Background: an optimization exercise with open tools, aiming at small area and a short achievable clock period. Do not read the settings as production practice.
Where RTL was checked, it was by simulation tests only, not by an equivalence proof against the original.
No activity file was given, so power comes from the tool's default toggle rates.

==> trial 43: inputs <==
==> flow/design.v (excerpt) <==
module fpu_unit (
	input logic clk,
	input logic rst_n,
	input logic [16:0] instr,
	input logic [31:0] x1,    
	input logic signed [31:0] x2,     
	output logic [31:0] y,
	output logic [3:0] exc
);
==> module fp_floor, before the edit <==
module fp_floor (
	input logic [31:0] x,
	output logic [31:0] a,
	output logic cin,
	output logic tiny,           
	output logic neg_one         
);
	logic s;
	logic [7:0] e;
	logic [22:0] f;
	logic is_nan;
	logic [22:0] clr;            
	assign s = x[31];
	assign e = x[30:23];
	assign f = x[22:0];
	assign is_nan = (e == 8'hff) && (f != '0);
	assign tiny = (e < 8'd127);
	assign neg_one = s & (x[30:0] != '0);
	always_comb begin
		for (int i = 0; i < 23; i++) begin
			clr[i] = (e < 8'(150 - i));  
		end
	end
	assign cin = s & (|(f & clr));
	always_comb begin
		a = {s, e, f | {is_nan, 22'd0}};
		for (int i = 0; i < 23; i++) begin
			if (clr[i]) begin
				a[i] = cin;
			end
		end
	end
endmodule
export LEC_CHECK = 0
export ABC_AREA = 1
export CAP_MARGIN = 20
export CORE_MARGIN = 2
export CORE_UTILIZATION = 30
export CTS_BUF_LIST = sky130_fd_sc_hd__clkbuf_8
export SETUP_SLACK_MARGIN = 3.6
export SLEW_MARGIN = 20
create_clock -name core_clock -period 8.0 [get_ports {clk}]
standard.sh (not shown) runs the stock make flow with config.mk's settings and CLKGATE_MAP_FILE= SYNTH_SCRIPT=/design/flow/synth_recipe.tcl, a recipe that flattens the netlist after the stock synthesis.
==> flow/flow/run.sh <==
#!/bin/bash
# standard layout, with plain buffers on the ports instead of delay buffers
set -euo pipefail
export BUFFER_PORTS_ARGS="-buffer_cell sky130_fd_sc_hd__buf_1"
bash standard.sh finish > standard.log 2>&1
==> inputs of build 40, as changes to trial 43 <==
--- a/flow/design.v
+++ b/flow/design.v
@@ -70,2 +70,4 @@
 	logic is_nan;
+	logic big;
+	logic [4:0] k;
 	logic [22:0] clr;            
@@ -76,2 +78,4 @@
 	assign tiny = (e < 8'd127);
+	assign big = (e >= 8'd150);
+	assign k = 5'(e - 8'd127);
 	assign neg_one = s & (x[30:0] != '0);
@@ -79,3 +83,3 @@
 		for (int i = 0; i < 23; i++) begin
-			clr[i] = (e < 8'(150 - i));  
+			clr[i] = ~big & (5'(i) < 5'(5'd23 - k));
 		end
Settings changed: CORE_UTILIZATION 30 to 65, CTS_BUF_LIST sky130_fd_sc_hd__clkbuf_8 to not set, SETUP_SLACK_MARGIN 3.6 to 2.8.
==> summary of the runs <==
Build 40 finished with timing, DRC and antenna clean. Trial 43 passed the timing, DRC and antenna checks. In trial 43 the first-iteration DRC count is lower than in build 40, by about 30%. Between build 40 and trial 43, the lower core utilization is in trial 43 (gap 36 points). Against trial 43, the cell count of build 40 is lower by about 7%. In combinational power, build 40 and trial 43 hardly differ. In trial 43 the area after synthesis is lower than in build 40, by 3.5%. Against build 40, the total power of trial 43 is larger by 8.0%. In build 40 the critical path depth is lower than in trial 43, by 1. Count of clock-buffer cells in the layout is the same in trial 43 and build 40. In trial 43 the synthesized cell count is lower than in build 40, by about 3.2%.
==> figures <==
item	trial 43	build 40
Router iterations before antenna repair	8	7
Maximum number of pins on one net before global-route repair	42	41
Clock input transition at the sequential cells of the worst setup and hold paths	0.11 ns	0.06 ns
Avg Vias per Cell	5.41	5.94
Power Clock	0.000174 W	0.000119 W
Final instance area	0.00770 mm^2	0.00750 mm^2
Count of buffers not belonging to the clock network in the layout	127	122
Area share of the leading cell type in the synthesized netlist	0.238	0.209
Die Footprint	0.0241 mm^2	0.0118 mm^2
Standard-cell rows	55	38
Avg Inst Size Synth	5.41 um^2	5.42 um^2
Data arrival time of the critical path	4.51 ns	4.93 ns
WL per Instance	16.3 um	15.6 um
Layout-to-synthesis area ratio	1.125x	1.056x
Data required time at the worst endpoint	8.27 ns	8.16 ns
Setup bufs post-CTS	2	0
Result of the run	timing/DRC/antenna clean	timing/DRC/antenna clean
Placed cell count	1613	1514
Total number of tap cells	285	140
Total routing usage reported by global routing	0.215	0.403
The RTL of build 40 was laid out without a check of its function.

## re-timing with driven ports
The results above use ideal ports. As a check the final layouts listed here were re-extracted and re-timed, cells and wires unchanged. Step 1 (the two cells are an assumption about what drives the block):
set clk [get_ports {clk}]
set_driving_cell -lib_cell sky130_fd_sc_hd__clkbuf_16 $clk
set_driving_cell -lib_cell sky130_fd_sc_hd__buf_2 [delete_from_list [all_inputs] $clk]
Step 2 times the ports against the registers' clock, not the clock port: input delays grow and output delays shrink by t, the midpoint of the rising clock arrivals with the driver on. a / b / c = ideal ports / drivers / drivers and shift; a / b = the first two.
run | shift t [ns] | setup slack, ns | latest minus earliest clock arrival (ns)
trial 43 | 0.345 | 3.759 / 3.762 / 3.421 | 0.034 / 0.034
build 40 | 0.319 | 3.228 / 3.239 / 2.921 | 0.008 / 0.009
After both steps every run listed still meets setup and hold. For trial 43, which loses most, drivers alone change the setup slack by +0.003 ns; drivers and shift together by -0.338 ns.
